Background: an optimization exercise with open tools, aiming at small area, a short achievable clock period and few clock cycles per item. Do not read the settings as production practice. In this exercise RTL edits were held to simulation tests only and were not proved equivalent to the original. Power and IR drop assume default switching activity.

### design/flow/config.mk
export PLATFORM = sky130hd
export DESIGN_NAME = dual_window_temperature_anomaly_detector
export DESIGN_NICKNAME = dual_window_temperature_anomaly_detector
export VERILOG_FILES = /design/flow/design.v
export SDC_FILE = /design/flow/constraint.sdc
export NUM_CORES = 4
export LEC_CHECK = 0
export CAP_MARGIN = 20
export CORE_MARGIN = 2
export CORE_UTILIZATION = 40
export SLEW_MARGIN = 20
### design/flow/constraint.sdc
create_clock -name core_clock -period 12.0 [get_ports {clk}]
set_input_delay 2.4000 -clock core_clock [delete_from_list [all_inputs] [get_ports {clk}]]
set_output_delay 2.4000 -clock core_clock [all_outputs]
set_load 0.01 [all_outputs]
### design/flow/design.v
package dwtad_pkg;
  localparam int WINDOW_DEPTH = 16;
  localparam int SAMPLE_W = 12;
  localparam int DELTA_W = SAMPLE_W + 1;
  localparam int CNT_W = $clog2(WINDOW_DEPTH + 1);
  localparam int MIN_W = 5;
  localparam int CMP_W = (CNT_W > MIN_W) ? CNT_W : MIN_W;
  localparam int IVL_W = 8;
  localparam int THR_W = 16;
  localparam int DUR_OUT_W = 12;
  localparam int DUR_W = ((CNT_W + IVL_W) > DUR_OUT_W) ? (CNT_W + IVL_W) : DUR_OUT_W;
  localparam int PROD1_W = THR_W + CNT_W;
  localparam int RHS_W = PROD1_W + IVL_W;
  localparam int LHS_W = SAMPLE_W + 6;
  localparam int CFG_IDX_W = 3;
  localparam int CFG_DATA_W = 16;
  typedef enum logic [1:0] {
    OP_PRIMARY   = 2'd0,
    OP_SECONDARY = 2'd1,
    OP_CLEAR     = 2'd2,
    OP_NONE      = 2'd3
  } op_t;
  typedef enum logic [1:0] {
    ST_NORMAL    = 2'd0,
    ST_WARM_LOAD = 2'd1,
    ST_FRIDGE    = 2'd2,
    ST_FREEZER   = 2'd3
  } anomaly_t;
  typedef enum logic [CFG_IDX_W-1:0] {
    REG_MIN_SAMPLES  = 3'd0,
    REG_POLL_IVL     = 3'd1,
    REG_SLOPE_THR    = 3'd2,
    REG_FRIDGE_LIM   = 3'd3,
    REG_FREEZER_LIM  = 3'd4
  } cfg_reg_t;
  typedef enum logic [1:0] {
    SEQ_IDLE,
    SEQ_MUL1,
    SEQ_MUL2,
    SEQ_DECIDE
  } seq_state_t;
  typedef struct packed {
    logic [CNT_W-1:0]          count;
    logic                      ready;
    logic                      over;
    logic signed [SAMPLE_W-1:0] newest;
    logic signed [DELTA_W-1:0]  delta;
  } win_status_t;
endpackage
module dwtad_cell (
  input  logic                                  clk,
  input  logic                                  shift,
  input  logic signed [dwtad_pkg::SAMPLE_W-1:0] din,
  output logic signed [dwtad_pkg::SAMPLE_W-1:0] dout
);
  logic signed [dwtad_pkg::SAMPLE_W-1:0] value;
  always_ff @(posedge clk) begin
    if (shift) begin
      value <= din;
    end
  end
  assign dout = value;
endmodule
module dwtad_window (
  input  logic                                  clk,
  input  logic                                  rst,
  input  logic                                  push,
  input  logic                                  clear,
  input  logic signed [dwtad_pkg::SAMPLE_W-1:0] sample,
  input  logic [dwtad_pkg::MIN_W-1:0]           min_samples,
  input  logic signed [dwtad_pkg::SAMPLE_W-1:0] limit,
  output dwtad_pkg::win_status_t                status
);
  localparam int DEPTH = dwtad_pkg::WINDOW_DEPTH;
  logic signed [dwtad_pkg::SAMPLE_W-1:0] tap [DEPTH];
  logic [dwtad_pkg::CNT_W-1:0]           count;
  logic [dwtad_pkg::CNT_W-1:0]           count_next;
  logic signed [dwtad_pkg::SAMPLE_W-1:0] first;
  logic signed [dwtad_pkg::SAMPLE_W-1:0] oldest;
  logic [dwtad_pkg::CMP_W-1:0]           need;
  logic                                  full;
  for (genvar k = 0; k < DEPTH; k++) begin : g_cell
    if (k == 0) begin : g_head
      dwtad_cell u_cell (.clk(clk), .shift(push), .din(sample), .dout(tap[k]));
    end else begin : g_body
      dwtad_cell u_cell (.clk(clk), .shift(push), .din(tap[k-1]), .dout(tap[k]));
    end
  end
  assign full = (count == dwtad_pkg::CNT_W'(DEPTH));
  always_comb begin
    count_next = count;
    if (clear) begin
      count_next = '0;
    end else if (push && !full) begin
      count_next = count + 1'b1;
    end
  end
  always_ff @(posedge clk) begin
    if (rst) begin
      count <= '0;
    end else begin
      count <= count_next;
    end
  end
  always_ff @(posedge clk) begin
    if (push && (count == '0)) begin
      first <= sample;
    end
  end
  assign oldest = full ? tap[DEPTH-1] : first;
  assign need = (min_samples == '0) ? dwtad_pkg::CMP_W'(1)
                                    : dwtad_pkg::CMP_W'(min_samples);
  always_comb begin
    status.count  = count;
    status.ready  = (dwtad_pkg::CMP_W'(count) >= need);
    status.newest = tap[0];
    status.delta  = {tap[0][dwtad_pkg::SAMPLE_W-1], tap[0]}
                  - {oldest[dwtad_pkg::SAMPLE_W-1], oldest};
    status.over   = (tap[0] > limit)
                 && ((count < dwtad_pkg::CNT_W'(2)) || (tap[1] > limit))
                 && ((count < dwtad_pkg::CNT_W'(3)) || (tap[2] > limit));
  end
endmodule
module dual_window_temperature_anomaly_detector (
  input  logic                                  clk,
  input  logic                                  rst,
  input  logic                                  cfg_we,
  input  logic [dwtad_pkg::CFG_IDX_W-1:0]       cfg_index,
  input  logic [dwtad_pkg::CFG_DATA_W-1:0]      cfg_data,
  input  logic                                  s_tvalid,
  output logic                                  s_tready,
  input  logic [15:0]                           s_tdata,   
  input  logic [1:0]                            s_tuser,   
  output logic                                  m_tvalid,
  input  logic                                  m_tready,
  output logic [47:0]                           m_tdata
);
  localparam int SW = 12;
  localparam int RW = 19;   
  logic [4:0]           min_samples;
  logic [7:0]           poll;
  logic [15:0]          thr;
  logic signed [SW-1:0] fridge_limit;
  logic signed [SW-1:0] freezer_limit;
  always_ff @(posedge clk) begin
    if (rst) begin
      min_samples   <= 5'd3;
      poll          <= 8'd1;
      thr           <= 16'd52;
      fridge_limit  <= SW'(128);
      freezer_limit <= SW'(-160);
    end else if (cfg_we) begin
      case (cfg_index)
        3'd0: min_samples   <= cfg_data[4:0];
        3'd1: poll          <= cfg_data[7:0];
        3'd2: thr           <= cfg_data[15:0];
        3'd3: fridge_limit  <= cfg_data[SW-1:0];
        3'd4: freezer_limit <= cfg_data[SW-1:0];
        default: ;
      endcase
    end
  end
  logic                 in_v, sk_v, m_v;
  logic [1:0]           in_op, sk_op, m_op;
  logic signed [SW-1:0] in_s, sk_s;
  logic                 accept, go1, go2, busy, busy_d, out_free;
  logic                 idle_q, m_full;
  logic                 m_v_d, m_tvalid_d;
  logic [42:0]          res, out_q;
  assign s_tready = !sk_v;
  assign accept   = s_tvalid && !sk_v;
  assign in_v     = sk_v || s_tvalid;
  assign in_op    = sk_v ? sk_op : s_tuser;
  assign in_s     = sk_v ? sk_s : s_tdata[SW-1:0];
  assign out_free = !m_tvalid || m_tready;
  assign go2      = m_v && out_free;
  assign go1      = in_v && idle_q && (!m_full || m_tready);
  assign m_v_d      = go1 || (m_v && !go2);
  assign m_tvalid_d = go2 || !out_free;
  always_ff @(posedge clk) begin
    if (rst) begin
      sk_v     <= 1'b0;
      m_v      <= 1'b0;
      m_tvalid <= 1'b0;
      idle_q   <= 1'b1;
      m_full   <= 1'b0;
    end else begin
      sk_v     <= (sk_v || accept) && !go1;
      m_v      <= m_v_d;
      m_tvalid <= m_tvalid_d;
      idle_q   <= !busy_d;
      m_full   <= m_v_d && m_tvalid_d;
    end
  end
  always_ff @(posedge clk) begin
    if (accept) begin
      sk_op <= s_tuser;
      sk_s  <= s_tdata[SW-1:0];
    end
    if (go1) m_op <= in_op;
  end
  always_ff @(posedge clk) begin
    if (go2) out_q <= res;
  end
  assign m_tdata = {5'b0, out_q};
  logic signed [SW-1:0] tap [15];    
  logic signed [SW-1:0] first;       
  logic signed [SW:0]   delta;       
  logic [4:0]           n0;
  logic signed [SW-1:0] sec [3];     
  logic [4:0]           n1;
  logic [2:0]           fg, fz;      
  logic [2:0]           rot_f, rot_z;
  logic is_p, is_s, is_c;
  assign is_p = (in_op == 2'd0);
  assign is_s = (in_op == 2'd1);
  assign is_c = (in_op == 2'd2);
  logic signed [SW-1:0] xf, xz, p_old;
  logic                 gx_f, gx_z, sh_f, sh_z, push_p, push_s;
  assign push_p = go1 && is_p;
  assign push_s = go1 && is_s;
  assign xf     = (rot_f != 3'd0) ? tap[2] : in_s;
  assign xz     = (rot_z != 3'd0) ? sec[2] : in_s;
  assign gx_f   = xf > fridge_limit;
  assign gx_z   = xz > freezer_limit;
  assign sh_f   = push_p || (rot_f != 3'd0);
  assign sh_z   = push_s || (rot_z != 3'd0);
  assign p_old  = n0[4] ? tap[14] : first;
  always_ff @(posedge clk) begin
    if (sh_f) begin
      tap[0] <= xf;
      tap[1] <= tap[0];
      tap[2] <= tap[1];
      fg     <= {fg[1:0], gx_f};
    end
    if (push_p) begin
      for (int k = 3; k < 15; k++) tap[k] <= tap[k-1];
      if (n0 == 5'd0) begin
        first <= in_s;
        delta <= '0;
      end else begin
        delta <= {in_s[SW-1], in_s} - {p_old[SW-1], p_old};
      end
    end
    if (sh_z) begin
      sec[0] <= xz;
      sec[1] <= sec[0];
      sec[2] <= sec[1];
      fz     <= {fz[1:0], gx_z};
    end
  end
  logic [2:0] rot_f_d, rot_z_d;
  always_comb begin
    rot_f_d = (rot_f != 3'd0) ? rot_f - 3'd1 : 3'd0;
    rot_z_d = (rot_z != 3'd0) ? rot_z - 3'd1 : 3'd0;
    if (cfg_we && cfg_index == 3'd3) rot_f_d = rot_f_d + 3'd3;
    if (cfg_we && cfg_index == 3'd4) rot_z_d = rot_z_d + 3'd3;
  end
  always_ff @(posedge clk) begin
    if (rst) begin
      rot_f <= '0;
      rot_z <= '0;
    end else begin
      rot_f <= rot_f_d;
      rot_z <= rot_z_d;
    end
  end
  logic [4:0] need;
  assign need = (min_samples == 5'd0) ? 5'd1 : min_samples;
  logic [4:0] n0_go, n1_go;
  logic       up0, up1;          
  logic       rdy0_q, rdy1_q;    
  assign up0   = is_p && !n0[4];
  assign up1   = is_s && !n1[4];
  assign n0_go = is_c ? 5'd0 : up0 ? n0 + 5'd1 : n0;
  assign n1_go = is_c ? 5'd0 : up1 ? n1 + 5'd1 : n1;
  always_ff @(posedge clk) begin
    if (rst) begin
      n0     <= '0;
      n1     <= '0;
      rdy0_q <= 1'b0;
      rdy1_q <= 1'b0;
    end else begin
      n0     <= go1 ? n0_go : n0;
      n1     <= go1 ? n1_go : n1;
      rdy0_q <= go1 ? (n0_go >= need) : (n0 >= need);
      rdy1_q <= go1 ? (n1_go >= need) : (n1 >= need);
    end
  end
  logic [RW-1:0] tp, r0;
  logic          tp_busy;
  logic [1:0]    ph;       
  logic [2:0]    step;
  logic          start;
  function automatic logic [RW-1:0] sat_add(input logic [RW:0] a, input logic [RW-1:0] b);
    logic [RW+1:0] s;
    s = {1'b0, a} + {2'b0, b};
    sat_add = {|s[RW+1:RW-1], s[RW-2:0]};
  endfunction
  logic [2:0] p_msb;
  always_comb begin
    p_msb = 3'd0;
    for (int i = 1; i < 8; i++) if (poll[i]) p_msb = 3'(i);
  end
  logic          pb_q, nb0_q;    
  logic          tp_last, r0_more, rb, tp_busy_d;
  logic [RW-1:0] tp_new, r0_init, r0_sum;
  logic [2:0]    step_d;
  assign start     = cfg_we && (cfg_index == 3'd1 || cfg_index == 3'd2);
  assign tp_new    = (ph == 2'd0) ? ((poll == 8'd0) ? '0 : RW'(thr))
                                  : sat_add({tp, 1'b0}, pb_q ? RW'(thr) : '0);
  assign tp_last   = (ph == 2'd0 && p_msb == 3'd0) || (ph == 2'd1 && step == 3'd0);
  assign r0_more   = !n0[4] && (n0 != 5'd0);
  assign r0_init   = n0[4] ? {|tp_new[RW-1:RW-5], tp_new[RW-6:0], 4'b0}
                           : (n0[3] ? tp_new : '0);
  assign rb        = tp_busy && (ph == 2'd3);
  assign r0_sum    = sat_add(rb ? {r0, 1'b0} : {1'b0, (n0 == 5'd0) ? RW'(0) : r0}, (!rb || nb0_q) ? tp : '0);
  assign tp_busy_d = start || (tp_busy && !((tp_last && !r0_more) || (rb && step == 3'd0)));
  assign busy      = tp_busy || (rot_f != 3'd0) || (rot_z != 3'd0);
  assign busy_d    = tp_busy_d || (rot_f_d != 3'd0) || (rot_z_d != 3'd0);
  always_comb begin
    step_d = step - 3'd1;
    if (ph == 2'd0) step_d = p_msb - 3'd1;
    if (tp_last)    step_d = 3'd2;
  end
  always_ff @(posedge clk) begin
    step  <= step_d;
    pb_q  <= poll[step_d];
    nb0_q <= n0[step_d[1:0]];
  end
  always_ff @(posedge clk) begin
    if (rst) begin
      tp_busy <= 1'b0;
      ph      <= 2'd0;
    end else begin
      tp_busy <= tp_busy_d;
      if (start)        ph <= 2'd0;
      else if (tp_last) ph <= 2'd3;
      else if (tp_busy && ph == 2'd0) ph <= 2'd1;
    end
  end
  always_ff @(posedge clk) begin
    if (rst) begin
      tp <= RW'(52);
    end else if (tp_busy && ph != 2'd3) begin
      tp <= tp_new;
    end
  end
  always_ff @(posedge clk) begin
    if (tp_busy && tp_last) r0 <= r0_init;
    else if (rb) r0 <= r0_sum;
    else if (go1 && up0) r0 <= r0_sum;
  end
  logic       rdy0, rdy1, slope_hit, over0, over1, smp;
  logic [1:0] alarm, nxt, cur;
  logic       ev_valid;
  assign rdy0      = rdy0_q;
  assign rdy1      = rdy1_q;
  assign slope_hit = !delta[SW] && ({1'b0, delta[SW-1:0]} > r0[RW-1:6]);
  assign over0     = fg[0] && (n0 < 5'd2 || fg[1]) && (n0 < 5'd3 || fg[2]);
  assign over1     = fz[0] && (n1 < 5'd2 || fz[1]) && (n1 < 5'd3 || fz[2]);
  assign smp       = !m_op[1];
  always_comb begin
    nxt = 2'd0;
    if (rdy0 && slope_hit)  nxt = 2'd1;
    else if (rdy0 && over0) nxt = 2'd2;
    else if (rdy1 && over1) nxt = 2'd3;
    cur = smp ? nxt : (m_op == 2'd2) ? 2'd0 : alarm;
    ev_valid = smp && (nxt != alarm);
  end
  logic [11:0] d0, d1;
  assign d0 = n0[4] ? {poll, 4'b0} : 12'(n0[3:0] * poll);
  assign d1 = n1[4] ? {poll, 4'b0} : 12'(n1[3:0] * poll);
  always_comb begin
    res = '0;
    res[1:0] = cur;
    if (ev_valid) begin
      res[2]   = 1'b1;
      res[4:3] = nxt;
      case (nxt)
        2'd1, 2'd2: begin
          res[16:5]  = tap[0];
          res[29:17] = delta;
          res[41:30] = d0;
        end
        2'd3: begin
          res[16:5]  = sec[0];
          res[41:30] = d1;
          res[42]    = 1'b1;
        end
        default: ;
      endcase
    end
  end
  always_ff @(posedge clk) begin
    if (rst) alarm <= 2'd0;
    else if (go2) alarm <= cur;
  end
endmodule
### design/flow/flow/run.sh
#!/bin/bash
# Standard ORFS layout (the standard.sh, standard synthesis unchanged)
# with timing repair aimed well below the 12 ns clock, free cell sizing,
# buf_2 port buffers and larger clock-tree clusters and denser placement.
# ORFS keeps each step's full log under orfs/logs/; make's own output goes
# to standard.log here.
set -euo pipefail
bash standard.sh \
  SETUP_SLACK_MARGIN=8.3 \
  MATCH_CELL_FOOTPRINT=0 \
  "BUFFER_PORTS_ARGS=-buffer_cell sky130_fd_sc_hd__buf_2" \
  CTS_CLUSTER_SIZE=24 \
  CTS_CLUSTER_DIAMETER=120 \
  PLACE_DENSITY=0.75 \
  finish > standard.log 2>&1
### design/flow/standard.sh
#!/bin/bash
# synth_recipe.tcl (not shown) runs the flow's synth.tcl, then flattens the netlist and writes it again
# the make line also repeats each setting of config.mk as NAME=value (left out here)
make -C /OpenROAD-flow-scripts/flow DESIGN_CONFIG=/design/flow/config.mk WORK_HOME=/design/flow/orfs CLKGATE_MAP_FILE= SYNTH_SCRIPT=/design/flow/synth_recipe.tcl "${@:-finish}"
==> metrics.md <==
| Metric | Value |
|---|---|
| Slew margin rel. | `0.272` |
| Clk Latency, worst-skew pair | `between 0.5 and 0.6 ns` |
| Remaining Overflow, GRT | `0` |
| FP Rows | `85` |
| Syn avg cell area | `10.9 sq um` |
| Final setup viols | `0` |
| Primary FF master, synth | `edfxtp_1` |
| Yosys warnings | `3` |
| Fmax | `236 MHz` |
| Post-DR vias/cell | `5.50` |
| CP max stage cell | `mux2i_4` |
| Worst-path cell chain | `buf_8 -> mux2i_4 -> buf_4 -> buf_6 -> a21oi_4 -> ha_4 -> nor2b_4 -> o21a_1 -> o21a_1 -> o21a_1 -> o21a_1 -> o21a_1 -> o211ai_1 -> a31oi_1` |
| Setup TNS | `0 ns` |
| Final Max Tran Viols | `0` |
| Clock skew | `~0.027 ns` |
| Fin crit share | `0.353` |
| Largest area contributor in the netlist | `edfxtp_1` |
| First-pass GRT wire length | `about 82 mm` |
| Internal power | `2.38 mW` |
| Area of the mapped netlist | `21,800 sq um` |
| Largest net degree at the start of global routing | `99` |
| Die W | `237 um` |
| Switch Pwr | `970 uW` |
| Area after DPL | `23,000 sq um` |
| Mapped Cells | `1,995` |
| Post-synth top area share | `0.449` |
| CP Data Required Time | `12.29 ns` |
| Die height | `237 um` |
| Clk root buf | `clkbuf_16` |
| Critical Path Start Type | `primary input` |
| H-tree depth | `1` |
| Initial core utilization | `0.404` |
| Worst Tran Pin Value | `1.08 ns` |
| Fill count | `roughly 4,700` |
| Layout cells sized above 1 | `0.166` |
| Core ar. | `53,800 sq um` |
| Clock Path Buffers | `3` |
| Detailed-route via count | `around 16,000` |
| Power share of the combinational group | `0.205` |
| RSZ-0062 raised after global routing | `yes` |
| Top cell by count, worst path | `o21a_1` |
| Ys async rst share | `0` |
| Outcome | `finished clean` |
| Drt first pass iters | `6` |
| Reg clk slew, reported paths | `0.10 ns` |
| Routed Antenna Nets | `0` |
| Net Sw Frac | `0.289` |
| Final HPWL DP | `36.4 mm` |
| Ports | `92` |
| Clock buffer count from CTS | `22` |
| GP Congestion | `roughly 0.9` |
| Synth-to-Final Area Change | `15.3%` |
| Initial antenna violation count | `1` |
| Non-Filler Instances | `2,831` |
| Vias in the first global route | `approximately 15,000` |
| Post-Route WL | `54.3 mm` |
| Crit Path Class | `primary input to flop` |
| Worst vdd ir | `0.000108 V` |
| Final hold violation count | `0` |
| Hold crit path type | `flop to flop` |
| CP Capture Type | `flop` |
| Post-synth cell types | `79` |
| I/O Buffers | `82` |
| Hold_buf cts | `0` |
| Crit path time final | `4.24 ns` |
| Post-synth EDFFs | `325` |
| Leak | `roughly 9.6 nW` |
| Count of placed standard cells including taps | `around 2,700` |
| Initial DRC count | `1,522` |
| Sequential power share | `0.541` |
| Design area | `25,100 sq um` |
| Clock power share | `0.254` |
| CTS tree | `built` |
| CP max FO | `3` |
| Clock sink count | `430` |
| DR WL/cell | `19.2 um` |
| Area contributors post-synth | `edfxtp_1 45%, dfxtp_1 9.7%, ha_1 8.2%` |
| Pwr dens | `134 nW/um^2` |
| Post-route DRC violation count | `0` |
| Synth cell count leaders | `325 x edfxtp_1, 229 x nand2_1, 185 x nor2_1` |
| Number of max-cap violations | `0` |
| Slowest stage delay, CP | `roughly 0.23 ns` |
| Sequential-to-total area share from yosys stat | `0.545` |
| Seq cells post-synth | `430` |
| Gr usage total | `0.183` |
| Crit path arrival time | `4.53 ns` |
| Die area | `56,300 sq um` |
| Antenna cells | `0` |
| Top-count cell post-synth | `edfxtp_1` |
| Layout Nets | `2,330` |
-- metrics by stage --
stage	total power [mW]	utilization	hold slack, ns	worst slack (ns)
after floorplan	2.24	-	0.400	4.10
after global placement	2.39	0.427	0.401	6.72
after global routing	3.50	0.466	0.430	7.73
after CTS	3.30	0.453	0.424	7.84
after detailed placement	2.42	0.427	0.405	6.64
final	3.35	0.466	0.414	7.76
-- critical path: cells and delay by family --
family | cells | cell delay (ns)
AO/OA/AOI/OAI | 8 | 1.20
buffers and inverters | 3 | 0.35
multiplexers | 1 | 0.23
adder cells (fa/ha/maj) | 1 | 0.23
AND/OR/NAND/NOR | 1 | 0.12
-- sequential cells by signal, indices dropped and copies added (netlist names), 3 cells and up --
signal / flops
n0: 5
first: 12
sec: 36
rot_f: 3
step: 3
poll: 8
fridge_limit: 12
fz: 3
n1: 5
freezer_limit: 12
tap: 180
tp: 19
out_q: 43
rot_z: 3
min_samples: 5
thr: 16
r0: 19
fg: 3
delta: 13
sk_s: 12
-- kinds of logic after synthesis --
family / count (synthesis) / share of synthesized area
fa+ha+maj: 169 / 0.107
compound gates: 442 / 0.133
buf+inv: 217 / 0.0388
mux: 40 / 0.0188
xor+xnor: 50 / 0.0201
flops: 430 / 0.545
simple gates: 646 / 0.137
other cells: 1 / 0.000172
-- power groups by stage --
stage	Clock [mW]	Combinational [mW]	Sequential [mW]
detailed placement	0	0.569	1.85
global placement	0	0.548	1.84
global route	0.923	0.749	1.83
CTS	0.869	0.624	1.81
finish	0.853	0.688	1.81
floorplan	0	0.415	1.82
-- cell type report --
cell class | count | area (sq um) | area share
well taps | 696 | 871 | 0.0347
multi-input cells | 1355 | 9730 | 0.388
inverters | 127 | 500 | 0.0200
clock inverters | 4 | 71.3 | 0.00284
clock buffers | 36 | 603 | 0.0241
repair buffers | 183 | 1380 | 0.0552
flip-flops and latches | 430 | 11900 | 0.475
-- per-layer routing --
layer  track usage  vias to the layer above  routed length, um
li1              -                     7344                  -
met1         0.260                     7565              24000
met2         0.302                      570              25600
met3        0.0189                       86               3410
met4        0.0444                        2               1240
met5             0                        -                 16
-- layout by cell type, fill, tap and decap left out, types with 14 or more instances in the layout --
cell,n
a22oi_1,27
a211oi_1,16
nor2b_1,20
o22ai_1,17
fa_1,22
a21oi_1,147
buf_4,74
mux2i_1,26
a21o_1,26
xnor2_1,31
nor3_1,22
nand2_1,228
nor2_1,176
buf_6,20
dfxtp_1,87
inv_1,118
nand3_1,24
o21ai_0,48
edfxtp_1,325
o21a_1,18
a211o_1,14
xor2_1,17
a21oi_2,16
clkbuf_16,25
buf_2,79
ha_1,132
clkbuf_1,14
and2_1,85
-- path summary, 6_finish.rpt --
kind / start / to / slack, ns / depth (start not counted)
max: s_tdata[1] / fz[0] / 7.76 / 14
min: sec[1][11] / sec[2][11] / 0.41 / 0
max reg2reg: n1[1] / out_q[41] / 8.39 / 13
min reg2reg: sec[1][11] / sec[2][11] / 0.41 / 0
-- repair_timing --
action	4_1_cts	5_1_grt
pin swaps	34	49
setup buffers	46	36
cloned	5	3
setup endpoints to repair	265	103
gates resized for setup	97	99
Testbench counts, summed over its fixed seeds: cycles 13,007, items 12,800.

afterwards: timing with drivers on the ports:
No port has a modelled driver above. Below, the same layout with a new extraction and two added sets of constraints.
Step 1, drivers: a clkbuf_16 drives clk and a buf_2 each remaining input, both assumed.
Step 2 adds t to the input delays and takes it off the output delays; t is the mean of the earliest and latest rising clock arrival at the registers after step 1. Input paths then give back, and output paths get back, about the clock's delay inside the block.
a / b / c = ideal / step 1 / step 2; a / b = the first two.
t (ns): 0.617
setup WS [ns]: 7.762 / 7.776 / 7.158
worst setup path at the end: input to register
worst register clock-pin slew, ns: 0.10 / 0.10
After both steps this run still meets setup and hold. For this run, drivers alone change the setup slack by +0.014 ns; drivers and shift together by -0.604 ns.
